Context: an optimization exercise on an open-source flow, tuned for a short achievable clock period and few clock cycles. The choices shown serve that exercise and are no tape-out recipe.
Only simulation tests tie the RTL to the original design; equivalence was not proved.
Power and IR drop assume default switching activity.

**flow/run.sh**
```bash
#!/bin/bash
# synth_recipe.tcl (not shown) runs the flow's synth.tcl, then flattens the netlist and writes it again
# the make line also repeats each setting of config.mk as NAME=value (left out here)
make -C /OpenROAD-flow-scripts/flow DESIGN_CONFIG=/design/flow/config.mk WORK_HOME=/design/flow/orfs CLKGATE_MAP_FILE= SYNTH_SCRIPT=/design/flow/synth_recipe.tcl finish
```
**flow/config.mk**
```make
export PLATFORM = sky130hd
export DESIGN_NAME = mipsCpuBus
export DESIGN_NICKNAME = mipsCpuBus
export VERILOG_FILES = /design/flow/design.v
export SDC_FILE = /design/flow/constraint.sdc
export NUM_CORES = 4
export LEC_CHECK = 0
export CAP_MARGIN = 20
export CORE_MARGIN = 2
export CORE_UTILIZATION = 40
export SLEW_MARGIN = 20
```
**flow/constraint.sdc**
```tcl
create_clock -name core_clock -period 10.0 [get_ports {clk}]
set_input_delay 2.0000 -clock core_clock [delete_from_list [all_inputs] [get_ports {clk}]]
set_output_delay 2.0000 -clock core_clock [all_outputs]
set_load 0.01 [all_outputs]
```
**flow/design.v**
```verilog
`default_nettype none
package cpuPkg;
    typedef logic [31:0] cpuWord;
    typedef logic [4:0] regIndex;
    localparam cpuWord resetVector = 32'hBFC0_0000;
    localparam cpuWord haltAddress = 32'h0000_0000;    
    localparam regIndex linkRegister = 5'd31;
    typedef enum logic [5:0] {
        opSpecial = 6'b000000,
        opRegimm  = 6'b000001,
        opJ       = 6'b000010,
        opJal     = 6'b000011,
        opBeq     = 6'b000100,
        opBne     = 6'b000101,
        opBlez    = 6'b000110,
        opBgtz    = 6'b000111,
        opAddiu   = 6'b001001,
        opSlti    = 6'b001010,
        opSltiu   = 6'b001011,
        opAndi    = 6'b001100,
        opOri     = 6'b001101,
        opXori    = 6'b001110,
        opLui     = 6'b001111,
        opLw      = 6'b100011,
        opSw      = 6'b101011
    } opCode;
    typedef enum logic [5:0] {
        fnSll  = 6'b000000,
        fnSrl  = 6'b000010,
        fnSra  = 6'b000011,
        fnSllv = 6'b000100,
        fnSrlv = 6'b000110,
        fnSrav = 6'b000111,
        fnJr   = 6'b001000,
        fnJalr = 6'b001001,
        fnAddu = 6'b100001,
        fnSubu = 6'b100011,
        fnAnd  = 6'b100100,
        fnOr   = 6'b100101,
        fnXor  = 6'b100110,
        fnSlt  = 6'b101010,
        fnSltu = 6'b101011
    } fnCode;
    typedef enum logic [4:0] {
        brBltz   = 5'b00000,
        brBgez   = 5'b00001,
        brBltzal = 5'b10000,
        brBgezal = 5'b10001
    } branchCode;
    typedef enum logic [3:0] {
        aluAnd, aluOr, aluXor, aluLui,
        aluAdd, aluSub, aluSlt, aluSltu,
        aluPassA, aluSll, aluSrl, aluSra,
        aluSllv, aluSrlv, aluSrav
    } aluOp;
    typedef enum logic [2:0] {
        stFetch     = 3'b000,
        stDecode    = 3'b001,
        stExecute   = 3'b010,
        stMemory    = 3'b011,
        stWriteback = 3'b100,
        stHalted    = 3'b111
    } cpuState;
endpackage
`default_nettype wire
`default_nettype none
module alu (
    input cpuPkg::aluOp operation,
    input cpuPkg::cpuWord a,
    input cpuPkg::cpuWord b,
    input logic [4:0] shiftAmount,
    output cpuPkg::cpuWord result,
    output logic zero
);
    always_comb begin
        case (operation)
            cpuPkg::aluAnd: result = a & b;
            cpuPkg::aluOr: result = a | b;
            cpuPkg::aluXor: result = a ^ b;
            cpuPkg::aluLui: result = {b[15:0], 16'b0};
            cpuPkg::aluAdd: result = a + b;
            cpuPkg::aluSub: result = a - b;
            cpuPkg::aluSlt: result = {31'b0, $signed(a) < $signed(b)};
            cpuPkg::aluSltu: result = {31'b0, a < b};
            cpuPkg::aluPassA: result = a;
            cpuPkg::aluSll: result = b << shiftAmount;
            cpuPkg::aluSrl: result = b >> shiftAmount;
            cpuPkg::aluSra: result = $signed(b) >>> shiftAmount;
            cpuPkg::aluSllv: result = b << a[4:0];
            cpuPkg::aluSrlv: result = b >> a[4:0];
            cpuPkg::aluSrav: result = $signed(b) >>> a[4:0];
            default: result = '0;
        endcase
    end
    assign zero = result == '0;    
endmodule
`default_nettype wire
`default_nettype none
module registerFile (
    input logic clk,
    input logic reset,
    input logic writeEnable,
    input cpuPkg::regIndex writeIndex,
    input cpuPkg::cpuWord writeData,
    input cpuPkg::regIndex readA,
    input cpuPkg::regIndex readB,
    output cpuPkg::cpuWord dataA,
    output cpuPkg::cpuWord dataB,
    output cpuPkg::cpuWord registerV0
);
    cpuPkg::cpuWord regs [32];
    always_ff @(posedge clk) begin
        if (reset) begin
            for (int i = 0; i < 32; i++) begin
                regs[i] <= '0;
            end
        end else if (writeEnable && writeIndex != '0) begin
            regs[writeIndex] <= writeData;    
        end
    end
    assign dataA = (readA == '0) ? '0 : regs[readA];
    assign dataB = (readB == '0) ? '0 : regs[readB];
    assign registerV0 = regs[2];
endmodule
`default_nettype wire
`default_nettype none
module programCounter (
    input logic clk,
    input logic reset,
    input cpuPkg::cpuState state,
    input logic branchTaken,
    input logic jumpTaken,
    input cpuPkg::cpuWord jumpTarget,
    input cpuPkg::cpuWord branchOffset,
    output cpuPkg::cpuWord pc
);
    cpuPkg::cpuWord target;      
    cpuPkg::cpuWord pcNext;
    logic recorded;      
    logic inDelaySlot;   
    assign pcNext = pc + 32'd4;
    always_ff @(posedge clk) begin
        if (state == cpuPkg::stExecute && jumpTaken) begin
            target <= jumpTarget;
        end else if (state == cpuPkg::stMemory && branchTaken) begin
            target <= pcNext + {branchOffset[29:0], 2'b00};
        end
    end
    always_ff @(posedge clk) begin
        if (reset) begin
            pc <= cpuPkg::resetVector;
            recorded <= 1'b0;
            inDelaySlot <= 1'b0;
        end else if (state == cpuPkg::stWriteback) begin
            pc <= inDelaySlot ? target : pcNext;
            inDelaySlot <= recorded;
            recorded <= 1'b0;
        end else if ((state == cpuPkg::stExecute && jumpTaken) || (state == cpuPkg::stMemory && branchTaken)) begin
            recorded <= 1'b1;
        end
    end
endmodule
`default_nettype wire
`default_nettype none
module instrDecoder (
    input logic clk,
    input logic reset,
    input cpuPkg::cpuState state,
    input cpuPkg::cpuWord pc,
    input cpuPkg::cpuWord readdata,
    input cpuPkg::cpuWord aluResult,
    input logic aluZero,
    output cpuPkg::regIndex readA,
    output cpuPkg::regIndex readB,
    output cpuPkg::aluOp operation,
    output cpuPkg::cpuWord immediate,
    output logic [4:0] shiftAmount,
    output logic useImmediate,
    output logic memRead,
    output logic memWrite,
    output logic branchTaken,
    output logic jumpTaken,
    output cpuPkg::cpuWord jumpTarget,
    output logic regWrite,
    output cpuPkg::regIndex writeIndex,
    output logic [1:0] writeSelect
);
    cpuPkg::cpuWord instruction;
    cpuPkg::cpuWord delaySlotPc;
    cpuPkg::opCode op;
    cpuPkg::fnCode fn;
    cpuPkg::branchCode rtCode;
    logic registerJump;
    logic regimmLink;
    logic linking;
    logic writesRegister;
    logic condition;
    always_ff @(posedge clk) begin
        if (reset) begin
            instruction <= '0;    
        end else if (state == cpuPkg::stDecode) begin
            instruction <= readdata;
        end
    end
    assign op = cpuPkg::opCode'(instruction[31:26]);
    assign fn = cpuPkg::fnCode'(instruction[5:0]);
    assign rtCode = cpuPkg::branchCode'(instruction[20:16]);
    assign readA = instruction[25:21];
    assign readB = instruction[20:16];
    assign shiftAmount = instruction[10:6];
    assign immediate = (op == cpuPkg::opAndi || op == cpuPkg::opOri || op == cpuPkg::opXori)
                     ? {16'b0, instruction[15:0]}
                     : {{16{instruction[15]}}, instruction[15:0]};
    always_comb begin
        operation = cpuPkg::aluAdd;
        useImmediate = 1'b0;
        writesRegister = 1'b0;
        case (op)
            cpuPkg::opSpecial: begin
                writesRegister = 1'b1;
                case (fn)
                    cpuPkg::fnSll: operation = cpuPkg::aluSll;
                    cpuPkg::fnSrl: operation = cpuPkg::aluSrl;
                    cpuPkg::fnSra: operation = cpuPkg::aluSra;
                    cpuPkg::fnSllv: operation = cpuPkg::aluSllv;
                    cpuPkg::fnSrlv: operation = cpuPkg::aluSrlv;
                    cpuPkg::fnSrav: operation = cpuPkg::aluSrav;
                    cpuPkg::fnAddu: operation = cpuPkg::aluAdd;
                    cpuPkg::fnSubu: operation = cpuPkg::aluSub;
                    cpuPkg::fnAnd: operation = cpuPkg::aluAnd;
                    cpuPkg::fnOr: operation = cpuPkg::aluOr;
                    cpuPkg::fnXor: operation = cpuPkg::aluXor;
                    cpuPkg::fnSlt: operation = cpuPkg::aluSlt;
                    cpuPkg::fnSltu: operation = cpuPkg::aluSltu;
                    cpuPkg::fnJalr: operation = cpuPkg::aluPassA;    
                    cpuPkg::fnJr: begin
                        operation = cpuPkg::aluPassA;
                        writesRegister = 1'b0;
                    end
                    default: writesRegister = 1'b0;
                endcase
            end
            cpuPkg::opRegimm, cpuPkg::opBlez, cpuPkg::opBgtz: operation = cpuPkg::aluPassA;    
            cpuPkg::opBeq, cpuPkg::opBne: operation = cpuPkg::aluSub;
            cpuPkg::opSw: useImmediate = 1'b1;
            default: begin
                useImmediate = 1'b1;
                writesRegister = op != cpuPkg::opJ && op != cpuPkg::opJal;
                case (op)
                    cpuPkg::opSlti: operation = cpuPkg::aluSlt;
                    cpuPkg::opSltiu: operation = cpuPkg::aluSltu;
                    cpuPkg::opAndi: operation = cpuPkg::aluAnd;
                    cpuPkg::opOri: operation = cpuPkg::aluOr;
                    cpuPkg::opXori: operation = cpuPkg::aluXor;
                    cpuPkg::opLui: operation = cpuPkg::aluLui;
                    default: operation = cpuPkg::aluAdd;    
                endcase
            end
        endcase
    end
    always_comb begin
        case (op)
            cpuPkg::opBeq: condition = aluZero;
            cpuPkg::opBne: condition = !aluZero;
            cpuPkg::opBlez: condition = aluResult[31] || aluZero;
            cpuPkg::opBgtz: condition = !aluResult[31] && !aluZero;
            cpuPkg::opRegimm: begin
                case (rtCode)
                    cpuPkg::brBltz, cpuPkg::brBltzal: condition = aluResult[31];
                    cpuPkg::brBgez, cpuPkg::brBgezal: condition = !aluResult[31];
                    default: condition = 1'b0;
                endcase
            end
            default: condition = 1'b0;
        endcase
    end
    assign registerJump = op == cpuPkg::opSpecial && (fn == cpuPkg::fnJr || fn == cpuPkg::fnJalr);
    assign regimmLink = op == cpuPkg::opRegimm && (rtCode == cpuPkg::brBltzal || rtCode == cpuPkg::brBgezal);
    assign linking = op == cpuPkg::opJal || regimmLink || (op == cpuPkg::opSpecial && fn == cpuPkg::fnJalr);
    assign branchTaken = state == cpuPkg::stMemory && condition;
    assign jumpTaken = state == cpuPkg::stExecute && (op == cpuPkg::opJ || op == cpuPkg::opJal || registerJump);
    assign delaySlotPc = pc + 32'd4;
    assign jumpTarget = registerJump ? aluResult
                                     : {delaySlotPc[31:28], instruction[25:0], 2'b00};
    assign memRead = op == cpuPkg::opLw;
    assign memWrite = op == cpuPkg::opSw;
    assign regWrite = state == cpuPkg::stWriteback && (writesRegister || linking);
    assign writeIndex = (op == cpuPkg::opJal || regimmLink) ? cpuPkg::linkRegister :
                        (op == cpuPkg::opSpecial) ? instruction[15:11] :
                        instruction[20:16];
    assign writeSelect = {linking, op == cpuPkg::opLw};
endmodule
`default_nettype wire
`default_nettype none
module cpuControl (
    input logic clk,
    input logic reset,
    input logic waitrequest,
    input logic memRead,
    input logic memWrite,
    input cpuPkg::cpuWord pcAddress,
    output cpuPkg::cpuState state,
    output logic active,
    output logic read,
    output logic write
);
    logic dataAccess;
    logic haltFetch;
    assign dataAccess = memRead || memWrite;
    assign haltFetch = pcAddress == cpuPkg::haltAddress;
    always_ff @(posedge clk) begin
        if (reset) begin
            state <= cpuPkg::stFetch;
        end else begin
            case (state)
                cpuPkg::stFetch: begin
                    if (haltFetch) begin
                        state <= cpuPkg::stHalted;
                    end else if (!waitrequest) begin
                        state <= cpuPkg::stDecode;    
                    end
                end
                cpuPkg::stDecode: state <= cpuPkg::stExecute;
                cpuPkg::stExecute: state <= cpuPkg::stMemory;
                cpuPkg::stMemory: begin
                    if (!(dataAccess && waitrequest)) begin
                        state <= cpuPkg::stWriteback;
                    end
                end
                cpuPkg::stWriteback: state <= cpuPkg::stFetch;
                default: state <= cpuPkg::stHalted;    
            endcase
        end
    end
    assign active = state != cpuPkg::stHalted;
    assign read = (state == cpuPkg::stFetch && !haltFetch) || (state == cpuPkg::stMemory && memRead);
    assign write = state == cpuPkg::stMemory && memWrite;
endmodule
`default_nettype wire
`default_nettype none
module mipsCpuBus (
    input logic clk,
    input logic reset,
    output logic active,
    output cpuPkg::cpuWord registerV0,
    output cpuPkg::cpuWord address,
    output logic read,
    output logic write,
    output cpuPkg::cpuWord writedata,
    input cpuPkg::cpuWord readdata,
    input logic waitrequest
);
    function automatic logic [31:0] byteSwap(input logic [31:0] value);
        byteSwap = {value[7:0], value[15:8], value[23:16], value[31:24]};
    endfunction
    cpuPkg::cpuState state;
    cpuPkg::cpuWord pc;
    cpuPkg::regIndex readA;
    cpuPkg::regIndex readB;
    cpuPkg::regIndex writeIndex;
    cpuPkg::aluOp operation;
    cpuPkg::cpuWord immediate;
    cpuPkg::cpuWord dataA;
    cpuPkg::cpuWord dataB;
    cpuPkg::cpuWord aluB;
    cpuPkg::cpuWord aluResult;
    cpuPkg::cpuWord jumpTarget;
    cpuPkg::cpuWord writeData;
    cpuPkg::cpuWord busAddress;
    logic [4:0] shiftAmount;
    logic [1:0] writeSelect;    
    logic useImmediate;
    logic memRead;
    logic memWrite;
    logic branchTaken;
    logic jumpTaken;
    logic regWrite;
    logic aluZero;
    assign busAddress = (state == cpuPkg::stFetch) ? pc : aluResult;
    assign address = {busAddress[31:2], 2'b00};    
    assign writedata = byteSwap(dataB);
    assign aluB = useImmediate ? immediate : dataB;
    assign writeData = writeSelect[1] ? pc + 32'd8 :         
                       writeSelect[0] ? byteSwap(readdata) :
                       aluResult;
    cpuControl control (
        .clk(clk),
        .reset(reset),
        .waitrequest(waitrequest),
        .memRead(memRead),
        .memWrite(memWrite),
        .pcAddress(pc),
        .state(state),
        .active(active),
        .read(read),
        .write(write)
    );
    instrDecoder decoder (
        .clk(clk),
        .reset(reset),
        .state(state),
        .pc(pc),
        .readdata(readdata),
        .aluResult(aluResult),
        .aluZero(aluZero),
        .readA(readA),
        .readB(readB),
        .operation(operation),
        .immediate(immediate),
        .shiftAmount(shiftAmount),
        .useImmediate(useImmediate),
        .memRead(memRead),
        .memWrite(memWrite),
        .branchTaken(branchTaken),
        .jumpTaken(jumpTaken),
        .jumpTarget(jumpTarget),
        .regWrite(regWrite),
        .writeIndex(writeIndex),
        .writeSelect(writeSelect)
    );
    programCounter programCount (
        .clk(clk),
        .reset(reset),
        .state(state),
        .branchTaken(branchTaken),
        .jumpTaken(jumpTaken),
        .jumpTarget(jumpTarget),
        .branchOffset(immediate),
        .pc(pc)
    );
    registerFile registers (
        .clk(clk),
        .reset(reset),
        .writeEnable(regWrite),
        .writeIndex(writeIndex),
        .writeData(writeData),
        .readA(readA),
        .readB(readB),
        .dataA(dataA),
        .dataB(dataB),
        .registerV0(registerV0)
    );
    alu arith (
        .operation(operation),
        .a(dataA),
        .b(aluB),
        .shiftAmount(shiftAmount),
        .result(aluResult),
        .zero(aluZero)
    );
endmodule
`default_nettype wire
```
==> impl_results.md <==
- Mapped Area: 73450 um2
- Worst R2R Path Depth: 29
- DIE WIDTH: 432.5 um
- Initial Utilization: 40.21%
- Antenna Nets Post-Route: 0
- Initial drt markers: 10420
- Reg2reg setup slack: 1.41 ns
- Slowest cell on crit path: dfxtp_4
- Most numerous cell in the Yosys netlist: nor2_1
- Critical Path AT: 7.92 ns
- DR vias: 64280
- Slew Limit Fails: 0
- Worst-Skew Late Latency: 0.83 ns
- Synth area leaders: edfxtp_1, mux4_2, nor2_1
- Placed Area: 78990 um2
- First-pass GRT wire length: 499.7 mm
- Cells along the critical path: buf_6 > mux2i_1 > a22oi_1 > nand3_1 > nand4_4 > and2_0 > ha_1 > o311a_1 > o41ai_1 > buf_4 > o21ai_0 > o31a_1 > a2111oi_0 > buf_4 > o41ai_4 > o211ai_1 > a21oi_1 > o32a_1 > a21oi_1 > buf_4 > a211o_2 > nor2_1 > a21oi_1 > clkdlybuf4s50_1
- Post-synthesis compound-gate area fraction: 12.44%
- Place WS: 0.2799 ns
- Ports: 134
- Adder-Cell Fraction of Synth Area: 2.361%
- Vias in the first global route: 60760
- Synthesis-to-layout area growth: 14.02%
- Critical Path RT: 8.00 ns
- Synth Warn #: 6
- Synth Instances: 6679
- Post-synthesis xor/xnor area fraction: 1.037%
- Actual slew at the worst max-slew pin: 1.240 ns
- Cell taking the most area after synthesis: edfxtp_1
- DIE HEIGHT: 432.5 um
- Synth Register Bits: 1140
- Clock H-tree levels: 4
- Register area share after synthesis: 45.46%
- Combinational group share of total power: 49.1%
- Number of synthesized flops with an enable pin: 1056
- Nets@finish: 6983
- Final-report hold violation count: 0
- Layout Utilization: 45.84%
- MaxCap Viol Count: 0
- Post-synth cell types: 124
- Hold Path Cell Cnt: 2
- Wire per inst: 39.60 um
- Max Freq: 100.8 MHz
- Clock Sinks: 1140
- Top cells by count, synth: nor2_1, edfxtp_1, mux4_2
- DRT Pass-1 Iters: 7
- Largest family of logic cells by synthesized area: multiplexers
- Largest net degree at the start of global routing: 133
- Sw Share: 46.30%
- Hold_buf cts: 0
- Fin crit period: 9.917 ns
- Post-Synth Simple-Gate Area: 14.01%
- Cell Int Power: 0.01107 W
- Critical path depth: 24
- Leak Pwr: 28.78 nW
- Clock power share: 23.8%
- Status: no timing/DRC/antenna violations
- Initial antenna violation count: 15
- RSZ-0062 raised after global routing: no
- Post-Layout Inst Area: 83750 um2
- Worst VDD drop: 0.2794 mV
- RD Place Congestion: 1.040
- Worst R2R End: programCount.target[25]
- Switch Pwr: 0.009544 W
- Core Area: 182700 um2
- CP Launch Type: flip-flop
- Hpwl dp: 252.9 mm
- Fraction of registers with async set/reset: 0%
- Count of final setup violators: 0
- Sequential share of power: 27.1%
- DRC Markers: 0
- IO Port Bufs: 131
- Max-Slew Margin vs Limit: 17.08%
- Worst setup EP type: output pin
- Overflow after GRT: 0
- Ys flop type: edfxtp_1
- Clk buf depth: 3
- Min-delay worst type: flip-flop to flip-flop
- Mux contribution to synthesized area: 19.98%
- Num rows: 157
- Vias per cell: 6.912
- Share of the synthesized area in the top cell type: 43.17%
- Layout cell share with drive strength beyond 1: 19.97%
- CP max FO: 20
- WS Path Type: flip-flop to output pin
- CTS tree: yes
- Slowest stage delay, CP: 0.59 ns
- Clk slew on worst S/H paths: 0.06 ns
- Die area: 187100 um2
- WP buf/inv: 5
- Worst Clk Skew: 0.04754 ns
- Worst Min Path Start: programCount.target[7]
- Avg Inst Size Synth: 11.00 um2
- WHS Endpoint: programCount.pc[7]
- Crit-path leading delay family: compound AO/OA/AOI/OAI gates
- Clock root buffer: clkbuf_16
- Total GRT Usage: 38.58%
- Period utilization: 99.17%
- Fin Hold WS: 0.4980 ns
- Filler cells: 16840
- Worst setup margin: 0.08306 ns
- Post-Route WL: 368.3 mm
- CTS Buf Count: 130
- PwrDens: 246.1 nW/um2
## placed cells by master (no fill, tap or decap), types with 130 or more instances in the layout
cell,count
a21oi_1,310
o21ai_0,140
edfxtp_1,1056
clkdlybuf4s50_1,130
buf_4,421
inv_1,130
clkbuf_16,132
nor2_1,1397
mux2i_1,398
nand2_1,322
mux4_2,449
a22oi_1,141
ha_1,131
## routing by layer
layer  share of wire, %  global-route usage, %  vias up
met1                 36                  48.38    32170
met3                 12                  10.59     1196
met5              0.045                      0        -
li1                   -                      -    25580
met4                8.3                  26.11       18
met2                 44                  58.15     5310
## tightest hold or removal path, cell delays in order, from the launching register on
cell and delay, ns:
edfxtp_1 0.33, a221oi_1 0.07, nor2_1 0.07
## final cells by class
class | count | area (um2) | share of cell area [%]
Tap cell | 2385 | 2984 | 3.563
Antenna cell | 1 | 2.502 | 0.002988
Clock inverter | 72 | 855.8 | 1.022
Inverter | 136 | 513.0 | 0.6125
Sequential cell | 1140 | 33420 | 39.91
Multi-Input combinational cell | 4821 | 37500 | 44.77
Timing Repair Buffer | 583 | 5069 | 6.052
Clock buffer | 162 | 3405 | 4.065
## how the worst max path moves through the flow
stage | start | to
after floorplan | flip-flop | address[31]
after global placement | flip-flop | address[31]
after detailed placement | flip-flop | address[31]
after CTS | flip-flop | address[27]
after global routing | flip-flop | address[20]
final | flip-flop | address[27]
## power groups by stage
stage	Combinational, W	Sequential, W	Clock [W]
floorplan	0.00500	0.00556	0
detailed placement	0.00962	0.00569	0
finish	0.0101	0.00559	0.00490
global placement	0.00965	0.00568	0
CTS	0.00969	0.00558	0.00491
global route	0.0103	0.00560	0.00507
## registers in the layout (all words and copies together) (netlist names), named ones only
register,count
programCount.inDelaySlot,1
programCount.recorded,1
decoder.instruction,32
control.state,3
programCount.pc,32
registers.regs,1024
programCount.target,32
## through the flow
step | std cells | total power, W | TNS (ns)
after floorplan | 6712 | 0.01056 | 0
after CTS | 9271 | 0.02018 | 0
after detailed placement | 9033 | 0.01531 | 0
after global placement | 9033 | 0.01533 | -0.1477
final | 9300 | 0.02061 | 0
after global routing | 9299 | 0.02098 | 0
## kinds of logic after synthesis
| group | after synthesis |
|---|---|
| adder cells (fa/ha/maj) | 137 |
| flip-flops | 1140 |
| AO/OA/AOI/OAI | 1305 |
| buffers and inverters | 751 |
| multiplexers | 889 |
| XOR/XNOR | 87 |
| AND/OR/NAND/NOR | 2369 |
| other | 1 |
## repair_timing
action,in CTS,in global routing
hold endpoints to repair,0,0
pin swaps,1,3
resized for setup,7,28
setup buffers,4,26
setup endpoints to repair,4,11
gates cloned,0,1
Testbench counts, summed over its fixed seeds: cycles 260,509.

-- separate check: timing with driven ports --
The results above use ideal ports. As a check the final layout listed here was re-extracted and re-timed, cells and wires unchanged. Step 1 sets driving cells, clkbuf_16 on the clock port and buf_2 on the other inputs (assumed; they add their load-dependent delay and slew). Step 2 times the ports against the registers' clock, not the clock port: input delays grow and output delays shrink by t, the midpoint of the rising clock arrivals with the driver on. Slacks: ideal / step 1 / step 2; pairs: ideal / step 1.
shift t [ns]: 0.897
setup slack, ns: 0.083 / -0.007 / 0.890
worst slew at a driven data input, ns: 0.04
After both steps this run still meets setup and hold. For this run, drivers alone change the setup slack by -0.090 ns; drivers and shift together by +0.807 ns.
